Background: an optimization exercise with open tools, aiming at small area and few clock cycles per item. Do not read the settings as production practice.
No functional check of the RTL was part of this run.

===== design/flow/config.mk =====
export PLATFORM = sky130hd
export DESIGN_NAME = concentric_square_to_disk_map
export DESIGN_NICKNAME = concentric_square_to_disk_map
export VERILOG_FILES = /design/flow/design.v
export SDC_FILE = /design/flow/constraint.sdc
export NUM_CORES = 4
export LEC_CHECK = 0
export CAP_MARGIN = 20
export CORE_MARGIN = 2
export CORE_UTILIZATION = 40
export PLACE_DENSITY = 0.6
export SLEW_MARGIN = 20

===== design/flow/constraint.sdc =====
create_clock -name core_clock -period 7.0 [get_ports {i_clk}]
set_input_delay 1.4000 -clock core_clock [delete_from_list [all_inputs] [get_ports {i_clk}]]
set_output_delay 1.4000 -clock core_clock [all_outputs]
set_load 0.01 [all_outputs]

===== design/flow/design.v =====
`timescale 1ns / 1ps
package csd_pkg;
    localparam int unsigned FRAC_BITS_DEF   = 16;
    localparam int unsigned ANGLE_ITERS_DEF = 16;
    localparam int unsigned ATAN_LEN        = 24;
    localparam int unsigned COORD_W = 17;    
    localparam int unsigned CW      = 34;    
    localparam int unsigned ZW      = 32;    
    localparam int unsigned OUT_W   = 17;
    localparam logic [29:0] GAIN_INV = 30'd652032874;
    typedef enum logic [1:0] {
        SEC_E = 2'd0,
        SEC_N = 2'd1,
        SEC_W = 2'd2,
        SEC_S = 2'd3
    } t_sector;
    typedef struct packed {
        logic [COORD_W-1:0] radius;
        t_sector            sector;
        logic               q_neg;
    } t_side;
    function automatic logic [ZW-1:0] atan_val(input int unsigned idx);
        logic [ZW-1:0] v;
        case (idx)
            0:  v = 32'd536870912;
            1:  v = 32'd316933406;
            2:  v = 32'd167458907;
            3:  v = 32'd85004756;
            4:  v = 32'd42667331;
            5:  v = 32'd21354465;
            6:  v = 32'd10679838;
            7:  v = 32'd5340245;
            8:  v = 32'd2670163;
            9:  v = 32'd1335087;
            10: v = 32'd667544;
            11: v = 32'd333772;
            12: v = 32'd166886;
            13: v = 32'd83443;
            14: v = 32'd41722;
            15: v = 32'd20861;
            16: v = 32'd10430;
            17: v = 32'd5215;
            18: v = 32'd2608;
            19: v = 32'd1304;
            20: v = 32'd652;
            21: v = 32'd326;
            22: v = 32'd163;
            23: v = 32'd81;
            default: v = '0;
        endcase
        atan_val = v;
    endfunction
endpackage
`timescale 1ns / 1ps
module csd_divider #(
    parameter int unsigned FRAC_BITS = csd_pkg::FRAC_BITS_DEF
) (
    input  logic                         i_clk,
    input  logic                         i_rst_n,
    input  logic                         i_valid,
    input  logic [csd_pkg::COORD_W-1:0]  i_num,
    input  logic [csd_pkg::COORD_W-1:0]  i_den,
    input  csd_pkg::t_side               i_side,
    output logic                         o_valid,
    output logic [FRAC_BITS:0]           o_quot,
    output csd_pkg::t_side               o_side
);
    localparam int unsigned NS = FRAC_BITS + 1;
    localparam int unsigned RW = csd_pkg::COORD_W + 1;
    localparam int unsigned SW = csd_pkg::COORD_W + 3;    
    logic                        r_vld  [0:NS-1];
    logic [RW-1:0]               r_rem  [0:NS-1];
    logic [csd_pkg::COORD_W-1:0] r_den  [0:NS-1];
    logic [FRAC_BITS:0]          r_quot [0:NS-1];
    logic [SW-1:0]               r_side [0:NS-1];
    genvar s;
    generate
        for (s = 0; s < NS; s++) begin : g_stage
            logic                        vld_in;
            logic [RW-1:0]               rem_in;
            logic [csd_pkg::COORD_W-1:0] den_in;
            logic [FRAC_BITS:0]          quot_in;
            logic [FRAC_BITS:0]          quot_out;
            csd_pkg::t_side              side_in;
            logic [RW-1:0]               trial;
            logic                        take;
            if (s == 0) begin : g_first
                assign vld_in  = i_valid;
                assign rem_in  = {1'b0, i_num};
                assign den_in  = i_den;
                assign quot_in = '0;
                assign side_in = i_side;
                assign trial   = rem_in;
            end else begin : g_next
                assign vld_in  = r_vld[s-1];
                assign rem_in  = r_rem[s-1];
                assign den_in  = r_den[s-1];
                assign quot_in = r_quot[s-1];
                assign side_in = r_side[s-1];
                assign trial   = {rem_in[RW-2:0], 1'b0};
            end
            assign take = (trial >= {1'b0, den_in});
            always_comb begin
                quot_out                = quot_in;
                quot_out[FRAC_BITS-s]   = take;
            end
            always_ff @(posedge i_clk) begin
                if (!i_rst_n) begin
                    r_vld[s] <= 1'b0;
                end else begin
                    r_vld[s] <= vld_in;
                end
            end
            always_ff @(posedge i_clk) begin
                r_rem[s]  <= take ? (trial - {1'b0, den_in}) : trial;
                r_den[s]  <= den_in;
                r_side[s] <= side_in;
                r_quot[s] <= quot_out;
            end
        end
    endgenerate
    assign o_valid = r_vld[NS-1];
    assign o_quot  = r_quot[NS-1];
    assign o_side  = r_side[NS-1];
endmodule
`timescale 1ns / 1ps
module csd_cordic #(
    parameter int unsigned ANGLE_ITERATIONS = csd_pkg::ANGLE_ITERS_DEF
) (
    input  logic                           i_clk,
    input  logic                           i_rst_n,
    input  logic                           i_valid,
    input  logic signed [csd_pkg::CW-1:0]  i_x,
    input  logic signed [csd_pkg::ZW-1:0]  i_z,
    input  logic [1:0]                     i_quad,
    output logic                           o_valid,
    output logic signed [csd_pkg::CW-1:0]  o_x,
    output logic signed [csd_pkg::CW-1:0]  o_y,
    output logic [1:0]                     o_quad
);
    localparam int unsigned NIT = (ANGLE_ITERATIONS < csd_pkg::ATAN_LEN) ?
                                  ANGLE_ITERATIONS : csd_pkg::ATAN_LEN;
    logic                          r_vld  [0:NIT-1];
    logic signed [csd_pkg::CW-1:0] r_x    [0:NIT-1];
    logic signed [csd_pkg::CW-1:0] r_y    [0:NIT-1];
    logic signed [csd_pkg::ZW-1:0] r_z    [0:NIT-1];
    logic [1:0]                    r_quad [0:NIT-1];
    genvar i;
    generate
        for (i = 0; i < NIT; i++) begin : g_rot
            logic                          vld_in;
            logic signed [csd_pkg::CW-1:0] x_in;
            logic signed [csd_pkg::CW-1:0] y_in;
            logic signed [csd_pkg::ZW-1:0] z_in;
            logic [1:0]                    quad_in;
            logic signed [csd_pkg::CW-1:0] xs;
            logic signed [csd_pkg::CW-1:0] ys;
            logic signed [csd_pkg::ZW-1:0] at;
            if (i == 0) begin : g_first
                assign vld_in  = i_valid;
                assign x_in    = i_x;
                assign y_in    = '0;
                assign z_in    = i_z;
                assign quad_in = i_quad;
            end else begin : g_next
                assign vld_in  = r_vld[i-1];
                assign x_in    = r_x[i-1];
                assign y_in    = r_y[i-1];
                assign z_in    = r_z[i-1];
                assign quad_in = r_quad[i-1];
            end
            assign xs = x_in >>> i;
            assign ys = y_in >>> i;
            assign at = $signed(csd_pkg::atan_val(i));
            always_ff @(posedge i_clk) begin
                if (!i_rst_n) begin
                    r_vld[i] <= 1'b0;
                end else begin
                    r_vld[i] <= vld_in;
                end
            end
            always_ff @(posedge i_clk) begin
                r_quad[i] <= quad_in;
                if (!z_in[csd_pkg::ZW-1]) begin
                    r_x[i] <= x_in - ys;
                    r_y[i] <= y_in + xs;
                    r_z[i] <= z_in - at;
                end else begin
                    r_x[i] <= x_in + ys;
                    r_y[i] <= y_in - xs;
                    r_z[i] <= z_in + at;
                end
            end
        end
    endgenerate
    assign o_valid = r_vld[NIT-1];
    assign o_x     = r_x[NIT-1];
    assign o_y     = r_y[NIT-1];
    assign o_quad  = r_quad[NIT-1];
endmodule
`timescale 1ns / 1ps
module concentric_square_to_disk_map #(
    parameter int unsigned FRAC_BITS        = csd_pkg::FRAC_BITS_DEF,
    parameter int unsigned ANGLE_ITERATIONS = csd_pkg::ANGLE_ITERS_DEF
) (
    input  logic                             i_clk,
    input  logic                             i_rst_n,
    input  logic                             start,
    output logic                             busy,
    input  logic [15:0]                      i_sample_u,
    input  logic [15:0]                      i_sample_v,
    output logic                             o_valid,
    output logic signed [csd_pkg::OUT_W-1:0] o_disk_x,
    output logic signed [csd_pkg::OUT_W-1:0] o_disk_y
);
    localparam int unsigned NIT = (ANGLE_ITERATIONS < csd_pkg::ATAN_LEN) ?
                                  ANGLE_ITERATIONS : csd_pkg::ATAN_LEN;
    localparam int unsigned LAT = 4 + FRAC_BITS + NIT;
    localparam int unsigned CWD = csd_pkg::COORD_W;
    assign busy = 1'b0;
    logic signed [17:0] sx, sy;
    logic signed [17:0] num_s, den_s, rad_s;
    logic signed [17:0] num_abs, den_abs;
    logic               extra_neg;
    csd_pkg::t_sector   sec;
    assign sx = $signed({1'b0, i_sample_u, 1'b0}) - 18'sd65536;
    assign sy = $signed({1'b0, i_sample_v, 1'b0}) - 18'sd65536;
    always_comb begin
        num_s     = sy;
        den_s     = sx;
        rad_s     = sx;
        extra_neg = 1'b0;
        sec       = csd_pkg::SEC_E;
        if (sx > -sy) begin
            if (sx > sy) begin
                num_s = sy;  den_s = sx;  rad_s = sx;
                sec   = csd_pkg::SEC_E;
            end else begin
                num_s = sx;  den_s = sy;  rad_s = sy;
                sec   = csd_pkg::SEC_N;  extra_neg = 1'b1;
            end
        end else begin
            if (sx < sy) begin
                num_s = sy;  den_s = sx;  rad_s = -sx;
                sec   = csd_pkg::SEC_W;
            end else if (sy != 18'sd0) begin
                num_s = sx;  den_s = sy;  rad_s = -sy;
                sec   = csd_pkg::SEC_S;  extra_neg = 1'b1;
            end else begin
                num_s = 18'sd0;  den_s = 18'sd1;  rad_s = 18'sd0;
                sec   = csd_pkg::SEC_E;
            end
        end
    end
    assign num_abs = num_s[17] ? -num_s : num_s;
    assign den_abs = den_s[17] ? -den_s : den_s;
    logic               r_a_vld;
    logic [CWD-1:0]     r_a_num, r_a_den;
    csd_pkg::t_side     r_a_side;
    always_ff @(posedge i_clk) begin
        if (!i_rst_n) begin
            r_a_vld <= 1'b0;
        end else begin
            r_a_vld <= start && !busy;
        end
    end
    always_ff @(posedge i_clk) begin
        r_a_num         <= num_abs[CWD-1:0];
        r_a_den         <= den_abs[CWD-1:0];
        r_a_side.radius <= rad_s[CWD-1:0];
        r_a_side.sector <= sec;
        r_a_side.q_neg  <= num_s[17] ^ den_s[17] ^ extra_neg;
    end
    logic               d_vld;
    logic [FRAC_BITS:0] d_quot;
    csd_pkg::t_side     d_side;
    csd_divider #(
        .FRAC_BITS (FRAC_BITS)
    ) u_div (
        .i_clk   (i_clk),
        .i_rst_n (i_rst_n),
        .i_valid (r_a_vld),
        .i_num   (r_a_num),
        .i_den   (r_a_den),
        .i_side  (r_a_side),
        .o_valid (d_vld),
        .o_quot  (d_quot),
        .o_side  (d_side)
    );
    logic [csd_pkg::ZW-1:0] q_ext, q_sgn, ang, ang_sh;
    logic [46:0]            prod;
    assign q_ext  = {{(csd_pkg::ZW-FRAC_BITS-1){1'b0}}, d_quot};
    assign q_sgn  = d_side.q_neg ? (~q_ext + 32'd1) : q_ext;
    assign ang    = {d_side.sector, 30'd0} + (q_sgn << (29 - FRAC_BITS));
    assign ang_sh = ang + 32'h2000_0000;
    assign prod   = {13'd0, d_side.radius} * {17'd0, csd_pkg::GAIN_INV};
    logic                          r_b_vld;
    logic signed [csd_pkg::CW-1:0] r_b_x;
    logic signed [csd_pkg::ZW-1:0] r_b_z;
    logic [1:0]                    r_b_quad;
    always_ff @(posedge i_clk) begin
        if (!i_rst_n) begin
            r_b_vld <= 1'b0;
        end else begin
            r_b_vld <= d_vld;
        end
    end
    always_ff @(posedge i_clk) begin
        r_b_x    <= $signed({3'd0, prod[46:16]});
        r_b_quad <= ang_sh[31:30];
        r_b_z    <= $signed({2'b00, ang_sh[29:0]}) - 32'sh2000_0000;
    end
    logic                          c_vld;
    logic signed [csd_pkg::CW-1:0] c_x, c_y;
    logic [1:0]                    c_quad;
    csd_cordic #(
        .ANGLE_ITERATIONS (ANGLE_ITERATIONS)
    ) u_cordic (
        .i_clk   (i_clk),
        .i_rst_n (i_rst_n),
        .i_valid (r_b_vld),
        .i_x     (r_b_x),
        .i_z     (r_b_z),
        .i_quad  (r_b_quad),
        .o_valid (c_vld),
        .o_x     (c_x),
        .o_y     (c_y),
        .o_quad  (c_quad)
    );
    logic signed [csd_pkg::CW-1:0] fx, fy;
    always_comb begin
        case (c_quad)
            2'd1:    begin fx = -c_y; fy =  c_x; end
            2'd2:    begin fx = -c_x; fy = -c_y; end
            2'd3:    begin fx =  c_y; fy = -c_x; end
            default: begin fx =  c_x; fy =  c_y; end
        endcase
    end
    function automatic logic signed [csd_pkg::OUT_W-1:0] to_q115(
        input logic signed [csd_pkg::CW-1:0] v
    );
        logic signed [csd_pkg::CW-1:0] t;
        t = (v + 34'sd16384) >>> 15;
        if (t > 34'sd32768)       to_q115 = 17'sd32768;
        else if (t < -34'sd32768) to_q115 = -17'sd32768;
        else                      to_q115 = t[csd_pkg::OUT_W-1:0];
    endfunction
    logic                             r_o_vld;
    logic signed [csd_pkg::OUT_W-1:0] r_o_x, r_o_y;
    always_ff @(posedge i_clk) begin
        if (!i_rst_n) begin
            r_o_vld <= 1'b0;
        end else begin
            r_o_vld <= c_vld;
        end
    end
    always_ff @(posedge i_clk) begin
        r_o_x <= to_q115(fx);
        r_o_y <= to_q115(fy);
    end
    assign o_valid  = r_o_vld;
    assign o_disk_x = r_o_x;
    assign o_disk_y = r_o_y;
endmodule

===== design/flow/run.sh =====
#!/bin/bash
# synth_recipe.tcl (not shown) runs the flow's synth.tcl, then flattens the netlist and writes it again
# the make line also repeats each setting of config.mk as NAME=value (left out here)
make -C /OpenROAD-flow-scripts/flow DESIGN_CONFIG=/design/flow/config.mk WORK_HOME=/design/flow/orfs CLKGATE_MAP_FILE= SYNTH_SCRIPT=/design/flow/synth_recipe.tcl finish

==> key figures <==
Global routing
  – Gr ovfl total: 0
  – Largest net degree at the start of global routing: between 70 and 80
  – Global-route wire length before repair: 652400 um
  – Antenna violations before repair: 4
  – GRT Total Usage: 0.1903
  – Vias in the first global route: about 120k

Timing
  – Setup Skew: just over 70 ps
  – Final worst slack: around 410 ps
  – Hold Vio Cnt, Final: 0
  – Tmin final: approximately 6600 ps
  – Setup_tns: 0 ps
  – Worst Tran Pin Value: 1156 ps
  – Slew HR: 0.2259
  – Slew Viols, Final: 0
  – Unrepaired setup endpoints after global routing: no
  – Fin Hold WS: between 300 and 400 ps
  – Period utilization: 0.9420
  – Fmax: around 0.15 GHz
  – Final setup fails: 0

Worst hold path
  – Hold Path Class: reg -> reg

Synthesis
  – Syn nets: roughly 20000
  – Yosys cell types: just under 100
  – Mapped Area: approximately 160000 sq um
  – Synth Register Bits: between 2000 and 3000
  – Seq/Total Area, Yosys: 0.3315
  – Yosys warns: 13
  – Ys async rst share: 0
  – Number of flops mapped to enable cells by yosys: 0
  – Synth Flop Type: dfxtp_1
  – Syn_area_per_cell: slightly below 9 sq um
  – Gate Count Post-Synth: ~18000

Critical path
  – WS Path Type: reg -> reg
  – Crit Path Max Fanout: 5
  – Startpoint Class: flop
  – Worst setup EP type: flop
  – Worst reg2reg setup slack: 410 ps
  – Required @ worst endpoint: 7830 ps
  – Worst path arrival time: about 7400 ps

Routing
  – DRC violation count after routing: 0
  – DRT Pass-1 Iters: 6
  – Routed wire length: 407700 um
  – Routed vias: 127400
  – Post-DR wirelength/cell: about 17 um
  – Routed Antenna Nets: 0
  – DRT iter0 DRCs: about 6900
  – Drt via density: 5.225

CTS
  – Num CTS Buffers: 307
  – Skew-Pair Late Insertion Delay: approximately 950 ps
  – CTS tree: yes
  – H-tree depth: 5
  – CTS root buffer: clkbuf_16
  – CTS sink count: roughly 2700
  – CTS max path bufs: 4
  – Clock transition at path regs: ~60 ps

Die
  – Initial core utilization: 0.4009
  – Core Footprint: ~410000 sq um
  – Die H: around 640 um
  – Die width: between 600 and 700 um
  – Io pins: 71
  – Number of cell rows: between 200 and 250
  – Die area: 415000 sq um

Placement
  – Hpwl dp: around 330000 um
  – # port buffers: 69
  – Dpl cell area: ~170000 sq um
  – Dpl ws: roughly 41 ps
  – Gpl congestion: between 0.8 and 0.9
  – Placed Cells: 23820

Run
  – Max Cap Viol: 0

Layout
  – Area growth syn-to-layout: 11.25%
  – Commonest cells after routing, fill and taps aside: 2694 x dfxtp_1, 1892 x ha_1, 1660 x nor2_1, 1509 x a21oi_1, 1500 x xnor2_1
  – Most common cell after layout, fill and taps aside: dfxtp_1
  – Nets: 20850
  – Non-filler cells, final: approximately 24000
  – Layout cells sized above 1: 0.05347
  – Final instance area: around 180000 sq um
  – Final Util: 0.4459

Outcome
  – Status: no timing/DRC/antenna violations
[synthesized netlist by cell type, types with 59 or more instances]
master	n	area, sq um
dfxtp_1	2715	54350
ha_1	1895	23710
nor2_1	1660	6231
a21oi_1	1509	7552
xnor2_1	1500	13140
inv_1	1340	5030
nand2_1	890	3341
o21ai_0	791	3959
xor2_1	702	6148
nor3_1	546	2733
a21o_1	482	3618
nand3_1	338	1692
o21a_1	262	1967
nor2b_1	247	1545
fa_1	237	4745
nand2b_1	234	1464
clkbuf_1	214	803.3
a211oi_1	192	1441
and3_1	187	1170
a31oi_1	179	1120
and2_1	176	1101
or3_1	175	1095
o21bai_1	157	1179
mux2_2	149	1678
nor4_1	141	882.1
a21boi_0	120	900.9
nand4_1	112	700.7
o31ai_1	112	840.8
mux2i_1	85	850.8
o211ai_1	80	600.6
or2_2	71	444.2
o41ai_1	66	578.1
or4_1	59	442.9
[metal layers]
metal,part of all wire,GRT usage,wire length (um),vias to the layer above
met2,0.48,0.3401,196000,2184
met3,0.034,0.01888,13750,755
met4,0.038,0.06992,15570,0
li1,-,-,-,65420
met5,0,0,0,-
met1,0.45,0.2358,182300,59040
[flip-flops by register name (all words and copies together) (netlist names), 17 cells and up]
| register | cells |
|---|---|
| r_a_den | 17 |
| u_div.r_vld | 17 |
| r_b_z | 17 |
| u_div.r_quot | 153 |
| u_cordic.r_quad | 32 |
| u_cordic.r_z | 411 |
| u_div.r_side | 323 |
| u_cordic.r_y | 540 |
| u_div.r_rem | 272 |
| r_o_y | 17 |
| u_div.r_den | 272 |
| u_cordic.r_x | 540 |
| r_o_x | 17 |
| r_b_x | 31 |
| r_a_side | 19 |
[critical path, stage by stage, from the launching register on]
cell and delay, ps:
dfxtp_1 470, ha_2 340, inv_1 120, fa_1 560, inv_1 50, fa_1 520
fa_1 560, fa_1 560, inv_1 60, fa_1 550, inv_1 50, ha_1 310
nand2_1 80, nor2_1 60, a221o_1 330, a31oi_4 200, a21boi_2 110, a31o_2 300
o31ai_1 250, buf_4 190, a211oi_2 70, o31ai_1 210, buf_4 160, a211oi_1 80
buf_4 140, xor2_1 130
[cells by family (layout without fill, tap and decap cells)]
logic type	after synthesis	in the layout	synth area share
mux	236	236	0.01563
compound gates	4518	4518	0.1760
xor+xnor	2202	2202	0.1176
fa+ha+maj	2132	2132	0.1736
buf+inv	1628	2114	0.03752
other cells	1	8	0.00002287
simple gates	5008	5008	0.1481
flops	2715	2715	0.3315
[worst paths after layout]
| kind | start | end | cells after the start |
|---|---|---|---|
| max reg2reg | u_div.r_side[16][15]$_DFF_P_ | r_b_x[29]$_DFF_P_ | 25 |
| min | u_div.r_quot[3][16]$_DFF_P_ | u_div.r_quot[4][16]$_DFF_P_ | 0 |
| max | u_div.r_side[16][15]$_DFF_P_ | r_b_x[29]$_DFF_P_ | 25 |
| min reg2reg | u_div.r_quot[3][16]$_DFF_P_ | u_div.r_quot[4][16]$_DFF_P_ | 0 |
[final cells by class]
| type | count | area [sq um] |
|---|---|---|
| antenna | 7 | 17.52 |
| clock buffer | 402 | 8643 |
| clock inverter | 153 | 2145 |
| fill | 39710 | 226600 |
| inverter | 1343 | 5041 |
| multi-input combinational | 14100 | 103500 |
| sequential | 2715 | 54380 |
| tap | 5451 | 6820 |
| timing repair buffer | 216 | 1807 |
[repair_timing]
item,in CTS,in global routing
gates resized for setup,0,13
endpoints found under the setup margin,0,12
buffers inserted,0,0
hold buffers,0,0

## static timing again, ports no longer ideal
The flow's constraints put no driver on any port. The routed layout listed below was extracted and timed again, unchanged, in two steps. Step 1, drivers: a clkbuf_16 drives i_clk and a buf_2 each remaining input, both assumed. Step 2 times the ports against the registers' clock, not the clock port: input delays grow and output delays shrink by t, the midpoint of the rising clock arrivals with the driver on. a / b / c = no drivers / after step 1 / after step 2; a / b = the first two.
t, ns: 1.019
setup slack, ns: 0.406 / 0.406 / 0.078
worst data-port slew with drivers (ns): 0.05
After both steps setup and hold are still met in this run. For this run, drivers alone change the setup slack by 0.000 ns; drivers and shift together by -0.328 ns.
